Background: an optimization exercise with open tools, aiming at small area, a short achievable clock period and few clock cycles per item. Do not read the settings as production practice. Function was checked by simulation only, so behaviour that the tests miss may differ from the original.

$ cat flow/run.sh
#!/bin/bash
# synth_recipe.tcl (not shown) runs the flow's synth.tcl, then flattens the netlist and writes it again
# the make line also repeats each setting of config.mk as NAME=value (left out here)
make -C /OpenROAD-flow-scripts/flow DESIGN_CONFIG=/design/flow/config.mk WORK_HOME=/design/flow/orfs CLKGATE_MAP_FILE= SYNTH_SCRIPT=/design/flow/synth_recipe.tcl finish
$ cat flow/design.v
package fp_pkg;
    localparam int SP_EXP_W  = 8;
    localparam int SP_MANT_W = 23;
    localparam int SP_BIAS   = 127;
    localparam int HP_EXP_W  = 5;
    localparam int HP_MANT_W = 10;
    localparam int HP_BIAS   = 15;
    localparam int EXP_W = 10;              
    localparam int SIG_W = SP_MANT_W + 1;   
    localparam int ADD_W = SIG_W + 3;       
    localparam int OP_W = 3;
    localparam logic [OP_W-1:0] OP_ADD = 3'b000;
    localparam logic [OP_W-1:0] OP_SUB = 3'b001;
    localparam logic [OP_W-1:0] OP_MUL = 3'b010;
    localparam logic [31:0] QNAN_SP = 32'h7fc0_0000;
    localparam logic [15:0] QNAN_HP = 16'h7e00;
    localparam logic [1:0] ADD_WAIT = 2'd2;
    localparam logic [1:0] MUL_WAIT = 2'd3;
    typedef union packed {
        struct packed {
            logic                 sign;
            logic [SP_EXP_W-1:0]  exp;
            logic [SP_MANT_W-1:0] mant;
        } sp;
        struct packed {
            logic [15:0]          pad;    
            logic                 sign;
            logic [HP_EXP_W-1:0]  exp;
            logic [HP_MANT_W-1:0] mant;
        } hp;
    } fp_word_u;
    typedef struct packed {
        logic is_zero;    
        logic is_inf;
        logic is_nan;
    } fp_class_t;
    typedef struct packed {
        logic                    sign;
        logic signed [EXP_W-1:0] exp;    
        logic [SIG_W-1:0]        sig;    
        fp_class_t               cls;
    } fp_unpacked_t;
    typedef struct packed {
        logic                    sign;
        logic signed [EXP_W-1:0] exp;
        logic [SIG_W-1:0]        sig;
        logic                    sticky;   
        logic                    zero;
    } fp_raw_t;
    typedef struct packed {
        logic invalid;
        logic overflow;
        logic underflow;
        logic inexact;
    } fp_flags_t;
endpackage
`timescale 1ns/100ps
import fp_pkg::*;
module fp_unpack (
    input  fp_pkg::fp_word_u     word,
    input  logic         mode_fp,
    output fp_pkg::fp_unpacked_t value
);
    logic                    sign;
    logic [SP_EXP_W-1:0]     exp_field;
    logic [SP_MANT_W-1:0]    mant_field;
    logic                    exp_max;
    logic                    exp_min;
    logic signed [EXP_W-1:0] bias;
    always_comb begin
        if (mode_fp) begin
            sign       = word.sp.sign;
            exp_field  = word.sp.exp;
            mant_field = word.sp.mant;
            exp_max    = &word.sp.exp;
            bias       = EXP_W'(SP_BIAS);
        end else begin
            sign       = word.hp.sign;
            exp_field  = SP_EXP_W'(word.hp.exp);
            mant_field = {word.hp.mant, {(SP_MANT_W - HP_MANT_W){1'b0}}};   
            exp_max    = &word.hp.exp;
            bias       = EXP_W'(HP_BIAS);
        end
        exp_min = (exp_field == '0);
    end
    always_comb begin
        value.sign        = sign;
        value.exp         = $signed(EXP_W'(exp_field)) - bias;
        value.cls.is_zero = exp_min;                           
        value.cls.is_inf  = exp_max && (mant_field == '0);
        value.cls.is_nan  = exp_max && (mant_field != '0);
        if (exp_min || exp_max) begin
            value.sig = '0;
        end else begin
            value.sig = {1'b1, mant_field};
        end
    end
endmodule
`timescale 1ns/100ps
import fp_pkg::*;
module fp_add (
    input  logic         clk,
    input  logic         rst,
    input  fp_pkg::fp_unpacked_t a,
    input  fp_pkg::fp_unpacked_t b,
    input  logic         subtract,
    output fp_pkg::fp_raw_t      sum
);
    fp_pkg::fp_unpacked_t            big;
    fp_pkg::fp_unpacked_t            small_op;
    logic                    b_sign;
    logic                    big_sign;
    logic                    a_first;
    logic                    eff_sub;
    logic signed [EXP_W-1:0] diff;
    logic [4:0]              shamt;
    logic [ADD_W+31:0]       shifted;
    logic [ADD_W-1:0]        big_ext;
    logic [ADD_W-1:0]        small_ext;
    logic                    align_sticky;
    logic [ADD_W:0]          total;
    logic [ADD_W-1:0]        norm;
    logic [4:0]              lz;
    fp_pkg::fp_raw_t                 sum_d;
    always_comb begin
        b_sign   = b.sign ^ subtract;
        eff_sub  = a.sign ^ b_sign;
        a_first  = (a.exp > b.exp) || ((a.exp == b.exp) && (a.sig >= b.sig));
        big      = a_first ? a : b;
        small_op = a_first ? b : a;
        big_sign = a_first ? a.sign : b_sign;
    end
    always_comb begin
        diff         = big.exp - small_op.exp;
        shamt        = (diff > 31) ? 5'd31 : diff[4:0];
        shifted      = {small_op.sig, 3'b000, 32'b0} >> shamt;
        small_ext    = shifted[ADD_W+31:32];
        align_sticky = |shifted[31:0];
        big_ext      = {big.sig, 3'b000};
    end
    always_comb begin
        if (eff_sub) begin
            total = {1'b0, big_ext} - {1'b0, small_ext[ADD_W-1:1], small_ext[0] | align_sticky};
        end else begin
            total = {1'b0, big_ext} + {1'b0, small_ext[ADD_W-1:1], small_ext[0] | align_sticky};
        end
    end
    always_comb begin
        lz = '0;
        for (int i = 0; i < ADD_W; i++) begin
            if (total[i]) begin
                lz = 5'(ADD_W - 1 - i);
            end
        end
        norm = total[ADD_W-1:0] << lz;
    end
    always_comb begin
        sum_d      = '0;
        sum_d.sign = big_sign;
        if (total[ADD_W]) begin   
            sum_d.sig    = total[ADD_W -: SIG_W];
            sum_d.exp    = big.exp + EXP_W'(1);
            sum_d.sticky = align_sticky | (|total[3:0]);
        end else begin
            sum_d.sig    = norm[ADD_W-1 -: SIG_W];
            sum_d.exp    = big.exp - EXP_W'(lz);
            sum_d.sticky = align_sticky | (|norm[2:0]);
        end
        if (a.cls.is_zero && b.cls.is_zero) begin
            sum_d.zero = 1'b1;
            sum_d.sign = a.sign & b_sign;    
        end else if (total == '0) begin
            sum_d.zero = 1'b1;               
            sum_d.sign = 1'b0;
        end
    end
    always_ff @(posedge clk) begin
        if (rst) begin
            sum <= '0;
        end else begin
            sum <= sum_d;
        end
    end
endmodule
`timescale 1ns/100ps
import fp_pkg::*;
module fp_mul (
    input  logic         clk,
    input  logic         rst,
    input  fp_pkg::fp_unpacked_t a,
    input  fp_pkg::fp_unpacked_t b,
    output fp_pkg::fp_raw_t      product
);
    logic [2*SIG_W-1:0]      prod_q;
    logic signed [EXP_W-1:0] exp_q;
    logic                    sign_q;
    fp_pkg::fp_raw_t                 prod_d;
    always_ff @(posedge clk) begin
        if (rst) begin
            prod_q <= '0;
            exp_q  <= '0;
            sign_q <= 1'b0;
        end else begin
            prod_q <= a.sig * b.sig;
            exp_q  <= a.exp + b.exp;
            sign_q <= a.sign ^ b.sign;
        end
    end
    always_comb begin
        prod_d      = '0;
        prod_d.sign = sign_q;
        prod_d.zero = (prod_q == '0);
        if (prod_q[2*SIG_W-1]) begin
            prod_d.sig    = prod_q[2*SIG_W-1 -: SIG_W];
            prod_d.exp    = exp_q + EXP_W'(1);
            prod_d.sticky = |prod_q[SIG_W-1:0];
        end else begin
            prod_d.sig    = prod_q[2*SIG_W-2 -: SIG_W];
            prod_d.exp    = exp_q;
            prod_d.sticky = |prod_q[SIG_W-2:0];
        end
    end
    always_ff @(posedge clk) begin
        if (rst) begin
            product <= '0;
        end else begin
            product <= prod_d;
        end
    end
endmodule
`timescale 1ns/100ps
import fp_pkg::*;
module fp_pack (
    input  fp_pkg::fp_raw_t         raw,
    input  fp_pkg::fp_unpacked_t    a,
    input  fp_pkg::fp_unpacked_t    b,
    input  logic [fp_pkg::OP_W-1:0] op_code,
    input  logic            mode_fp,
    output fp_pkg::fp_word_u        word,
    output fp_pkg::fp_flags_t       flags
);
    logic                  is_mul;
    logic                  b_sign;
    logic                  out_nan;
    logic                  out_inf;
    logic                  out_zero;
    logic                  out_sign;
    logic signed [EXP_W:0] bias_t;
    logic signed [EXP_W:0] exp_top;
    logic signed [EXP_W:0] biased;
    logic                  cut_bits;
    always_comb begin
        is_mul = (op_code == OP_MUL);
        b_sign = b.sign ^ (op_code == OP_SUB);
        if (mode_fp) begin
            bias_t   = (EXP_W+1)'(SP_BIAS);
            exp_top  = (EXP_W+1)'((1 << SP_EXP_W) - 2);
            cut_bits = 1'b0;
        end else begin
            bias_t   = (EXP_W+1)'(HP_BIAS);
            exp_top  = (EXP_W+1)'((1 << HP_EXP_W) - 2);
            cut_bits = |raw.sig[SP_MANT_W-HP_MANT_W-1:0];
        end
        biased = raw.exp + bias_t;
        out_nan  = 1'b0;
        out_inf  = 1'b0;
        out_zero = 1'b0;
        out_sign = raw.sign;
        flags    = '0;
        if (a.cls.is_nan || b.cls.is_nan) begin
            out_nan       = 1'b1;
            flags.invalid = 1'b1;
        end else if (is_mul) begin
            out_sign = a.sign ^ b.sign;
            if ((a.cls.is_inf && b.cls.is_zero) || (a.cls.is_zero && b.cls.is_inf)) begin
                out_nan       = 1'b1;
                flags.invalid = 1'b1;
            end else if (a.cls.is_inf || b.cls.is_inf) begin
                out_inf = 1'b1;
            end else if (a.cls.is_zero || b.cls.is_zero) begin
                out_zero = 1'b1;
            end
        end else if (a.cls.is_inf && b.cls.is_inf && (a.sign != b_sign)) begin
            out_nan       = 1'b1;    
            flags.invalid = 1'b1;
        end else if (a.cls.is_inf || b.cls.is_inf) begin
            out_inf  = 1'b1;
            out_sign = a.cls.is_inf ? a.sign : b_sign;
        end
        if (!(out_nan || out_inf || out_zero)) begin
            if (raw.zero) begin
                out_zero = 1'b1;
            end else if (biased > exp_top) begin
                out_inf        = 1'b1;
                flags.overflow = 1'b1;
                flags.inexact  = 1'b1;
            end else if (biased < 1) begin
                out_zero        = 1'b1;
                flags.underflow = 1'b1;
                flags.inexact   = 1'b1;
            end else begin
                flags.inexact = raw.sticky | cut_bits;
            end
        end
        word = '0;
        if (out_nan) begin
            word = mode_fp ? QNAN_SP : {16'h0000, QNAN_HP};
        end else if (mode_fp) begin
            word.sp.sign = out_sign;
            if (out_inf) begin
                word.sp.exp = '1;
            end else if (!out_zero) begin
                word.sp.exp  = biased[SP_EXP_W-1:0];
                word.sp.mant = raw.sig[SP_MANT_W-1:0];     
            end
        end else begin
            word.hp.sign = out_sign;
            if (out_inf) begin
                word.hp.exp = '1;
            end else if (!out_zero) begin
                word.hp.exp  = biased[HP_EXP_W-1:0];
                word.hp.mant = raw.sig[SP_MANT_W-1 -: HP_MANT_W];
            end
        end
    end
endmodule
`timescale 1ns/100ps
import fp_pkg::*;
module fp_alu (
    input  logic            clk,
    input  logic            rst,
    input  logic            start,
    input  logic [31:0]     op_a,
    input  logic [31:0]     op_b,
    input  logic [fp_pkg::OP_W-1:0] op_code,
    input  logic            mode_fp,      
    output logic            ready,
    output logic            valid_out,
    output fp_pkg::fp_word_u        result,
    output fp_pkg::fp_flags_t       flags
);
    fp_pkg::fp_word_u        cap_a;
    fp_pkg::fp_word_u        cap_b;
    logic [OP_W-1:0] cap_op;
    logic            cap_mode;
    logic            accept;
    logic [1:0]      wait_cnt;
    fp_pkg::fp_unpacked_t    val_a;
    fp_pkg::fp_unpacked_t    val_b;
    fp_pkg::fp_raw_t         add_sum;
    fp_pkg::fp_raw_t         mul_prod;
    fp_pkg::fp_raw_t         raw_sel;
    fp_pkg::fp_word_u        pack_word;
    fp_pkg::fp_flags_t       pack_flags;
    assign accept = start && ready;
    always_ff @(posedge clk) begin
        if (accept) begin
            cap_a    <= op_a;
            cap_b    <= op_b;
            cap_op   <= op_code;
            cap_mode <= mode_fp;
        end
    end
    fp_unpack u_unpack_a (.word(cap_a), .mode_fp(cap_mode), .value(val_a));
    fp_unpack u_unpack_b (.word(cap_b), .mode_fp(cap_mode), .value(val_b));
    fp_add u_add (
        .clk     (clk),
        .rst     (rst),
        .a       (val_a),
        .b       (val_b),
        .subtract(cap_op == OP_SUB),
        .sum     (add_sum)
    );
    fp_mul u_mul (
        .clk    (clk),
        .rst    (rst),
        .a      (val_a),
        .b      (val_b),
        .product(mul_prod)
    );
    assign raw_sel = (cap_op == OP_MUL) ? mul_prod : add_sum;   
    fp_pack u_pack (
        .raw    (raw_sel),
        .a      (val_a),
        .b      (val_b),
        .op_code(cap_op),
        .mode_fp(cap_mode),
        .word   (pack_word),
        .flags  (pack_flags)
    );
    always_ff @(posedge clk) begin
        if (rst) begin
            ready     <= 1'b1;
            valid_out <= 1'b0;
            wait_cnt  <= '0;
            result    <= '0;
            flags     <= '0;
        end else begin
            valid_out <= 1'b0;
            if (ready) begin
                if (start) begin
                    ready    <= 1'b0;
                    wait_cnt <= (op_code == OP_MUL) ? MUL_WAIT : ADD_WAIT;
                end
            end else if (wait_cnt != 2'd0) begin
                wait_cnt <= wait_cnt - 2'd1;
            end else begin
                ready     <= 1'b1;
                valid_out <= 1'b1;
                result    <= pack_word;
                flags     <= pack_flags;
            end
        end
    end
endmodule
$ cat flow/constraint.sdc
create_clock -name core_clock -period 13.5 [get_ports {clk}]
set_input_delay 2.7000 -clock core_clock [delete_from_list [all_inputs] [get_ports {clk}]]
set_output_delay 2.7000 -clock core_clock [all_outputs]
set_load 0.01 [all_outputs]
$ cat flow/config.mk
export PLATFORM = sky130hd
export DESIGN_NAME = fp_alu
export DESIGN_NICKNAME = fp_alu
export VERILOG_FILES = /design/flow/design.v
export SDC_FILE = /design/flow/constraint.sdc
export NUM_CORES = 4
export LEC_CHECK = 0
export CAP_MARGIN = 20
export CORE_MARGIN = 2
export CORE_UTILIZATION = 40
export SLEW_MARGIN = 20
==> impl_metrics.ini <==
[synthesis]
ys_top_cells_by_area = fa_1 (26%), ha_1 (10%), dfxtp_1 (9.1%), inv_1 (6.7%), nand2_1 (5.4%)
seq_area_frac_synth_pct = 14.47
syn_inst = 4583
yosysTopAreaCellShare_pct = 25.71
syn-cell-area_sq_mm = 0.03776
netlist-cell-type-count = 113
ys_async_sr_fraction_pct = 0
ys_ff_latch = 239
synthFlopType = dfxtp_1
post-synth-top-area-cell = fa_1
synth_nets = 5453
synth_edf_count = 68
yosysWarnings = 5
syn_area_per_cell_sq_um = 8.239

[timing]
finalSetupViolations = 0
layout_setup_ws_ns = 0.5078
slew_headroom_pct = 25.53
hold_viol = 0
slew_viol_final = 0
min_period_ns = 12.99
fmax_ghz = 0.07697
worst_pin_slew_ns = 1.117
skew_ns = 0.04875
fin_crit_sh_pct = 96.24

[critical_path]
r2r_cells = 58
worstPathArrival_ns = 13.50
cp_common_cell = ha_1
setup.worst_path.class = reg -> reg
crit_slowest_cell = or4b_4
max_stage_delay_ns = 0.61
r2r_end = u_add.sum[35]
r2r_setup_slack_ns = 0.51
critPathCaptureType = flop
r2r-start = cap_mode
crit_required_ns = 14.00
worstPathMaxFanout = 12
startpoint_type = flop

[hold_path]
hold-path-cell-count = 1
whs_endpoint = u_mul.product[36]
holdCritStartpoint = u_mul.sign_q
hold_class = reg -> reg

[grt]
antenna_found_initial = 4
grt_pass1_vias = 33600
grtUsageTotal_pct = 30.35
grt_max_degree = 72
grt_overflow = 0
grt_pass1_wl_um = 221200

[floorplanning]
fp-row-count = 112
die_area_sq_mm = 0.09688
start_util_pct = 40.40
fp.dieW_um = 311.3
dieHeight_um = 311.3
ios = 109
core_sq_mm = 0.09347

[cells_and_area]
drive_gt1_share_pct = 10.00
final_core_util_pct = 45.92
final_cell_mix = inv_1 (671), nand2_1 (547), nor2_1 (493), fa_1 (485), ha_1 (311)
mostFrequentLayoutCell = inv_1
fillerInstances = 9281
area_growth_syn_to_layout_pct = 13.65
final_nets = 5626

[clocking]
hold_buffers = 0
clock_path_buffers = 3
clock-sinks = 239
htreeDepth = 1
numCtsBuffers = 29
root_buffer = clkbuf_16
cts_tree = done
clk_latency_ns = 0.63
clk_pin_slew_worst_paths_ns = 0.07

[drt]
vias = 34713
drc_errors = 0
final_antenna_net_count = 0
dr.first_iter.drc_count = 3554
finalWirelength_um = 149300
viasPerCell = 5.753
first_pass_iters = 6
avgRoutedWirePerCell_um = 24.74

[placed_design]
pre_cts_slack_ns = 0.1284
io_buffers = 108
dp_hpwl_um = 123100
place_congestion = 1.059

[status]
status = finished clean

[job]
drv_cap = 0
==> cell type report <==
class,instances,area [sq um],share of cell area (%)
Tap cell,1254,1569,3.656
Clock buffer,32,758.2,1.767
Inverter,687,2590,6.035
Sequential cell,239,5466,12.74
Clock inverter,22,251.5,0.5860
Antenna cell,1,2.502,0.005831
Timing Repair inverter,1,5.005,0.01166
Timing Repair Buffer,361,3048,7.102
Multi-Input combinational cell,3437,29230,68.10
==> cells in the mapped netlist (all sizes together) (8+ instances only) <==
cell type / number
a211o: 10
a211oi: 75
a21boi: 8
a21o: 49
a21oi: 228
a221oi: 8
a22oi: 30
a31oi: 26
a32oi: 19
and2: 55
and3: 29
buf: 59
clkbuf: 161
dfxtp: 171
edfxtp: 68
fa: 485
ha: 314
inv: 680
mux2: 40
mux2i: 113
nand2: 547
nand2b: 28
nand3: 101
nand3b: 8
nand4: 21
nor2: 505
nor2b: 23
nor3: 85
nor4: 45
o2111ai: 12
o211ai: 56
o21a: 10
o21ai: 167
o21bai: 39
o221ai: 8
o22ai: 19
o31ai: 18
or2: 17
or3: 18
or4: 12
xnor2: 87
xor2: 23
==> worst max path at each step <==
stage / slack, ns / end / cells past startpoint / start
floorplan: 0.02 / u_add.sum[32] / 79 / cap_mode
global placement: 0.28 / u_add.sum[32] / 62 / cap_mode
detailed placement: 0.13 / u_add.sum[33] / 63 / cap_mode
CTS: 0.04 / u_add.sum[33] / 63 / cap_mode
global route: -0.11 / u_add.sum[32] / 66 / cap_mode
finish: 0.51 / u_add.sum[35] / 58 / cap_mode
==> cells by family after synthesis <==
logic type               after synthesis  synth area share, %
AND/OR/NAND/NOR                     1514                17.89
buffers and inverters                907                9.231
AO/OA/AOI/OAI                        860                15.44
adder cells (fa/ha/maj)              799                36.12
flip-flops                           239                14.47
multiplexers                         154                4.278
XOR/XNOR                             110                2.571
==> state kept, by name, indices dropped and copies added (netlist names) <==
| name | count |
|---|---|
| cap_a | 32 |
| cap_b | 32 |
| cap_mode | 1 |
| cap_op | 3 |
| flags | 4 |
| ready | 1 |
| result | 32 |
| u_add.sum | 36 |
| u_mul.exp_q | 10 |
| u_mul.prod_q | 48 |
| u_mul.product | 36 |
| u_mul.sign_q | 1 |
| valid_out | 1 |
| wait_cnt | 2 |
==> per-layer routing <==
| layer | GRT usage, % | vias to the layer above | routed length, um |
|---|---|---|---|
| met5 | 0 | - | 35 |
| met4 | 10.86 | 6 | 6460 |
| met3 | 7.241 | 295 | 16170 |
| met2 | 44.01 | 1795 | 60920 |
| met1 | 43.80 | 17063 | 65690 |
| li1 | - | 15554 | - |
==> what timing repair did <==
| item | 4_1_cts | 5_1_grt |
|---|---|---|
| buffers inserted | 0 | 23 |
| gates resized for setup | 0 | 75 |
| setup endpoints to repair | 0 | 33 |
==> stage by stage <==
| step | hold slack [ns] | setup TNS, ns | instance area, sq um | cells |
|---|---|---|---|---|
| floorplan | 0.4138 | 0 | 37910 | 4583 |
| global placement | 0.4235 | 0 | 41370 | 5955 |
| detailed placement | 0.4262 | 0 | 41370 | 5955 |
| CTS | 0.4422 | 0 | 42380 | 6009 |
| global route | 0.4710 | -0.2017 | 42910 | 6033 |
| finish | 0.4384 | 0 | 42920 | 6034 |
==> worst max-delay path, delay by kind of cell, from the launching register on <==
family / cells / cell delay, ns
and+or+nand+nor: 17 / 4.52
DFF: 1 / 0.49
AOI/OAI and AO/OA: 22 / 4.12
muxes: 2 / 0.34
xor gates and xnor gates: 3 / 0.70
adders and majority gates: 5 / 1.41
buffers and inverters: 9 / 1.24
Testbench counts, summed over its fixed seeds: cycles 69,393, ops 16,000.

afterwards: timing with drivers on the ports:
Ports are ideal in the flow. The routed layout listed here was re-timed in OpenROAD.
Step 1 sets driving cells, clkbuf_16 on the clock port and buf_2 on the other inputs (assumed; they add their load-dependent delay and slew).
Step 2 moves the port delays by t, midway between the first and last clock arrival at a register: inputs arrive t later, outputs are due t later. That takes back most of the time a late clock gives input paths.
Slacks: no drivers / after step 1 / after step 2; pairs: no drivers / after step 1.
t, ns: 0.670
slack for setup (ns): 0.508 / 0.508 / 0.508
worst setup path after step 2: register to register
latest minus earliest clock arrival (ns): 0.049 / 0.049
pins driven straight from the clock port: 1
After both steps this run still meets setup and hold. For this run, drivers alone change the setup slack by 0.000 ns; drivers and shift together by 0.000 ns.
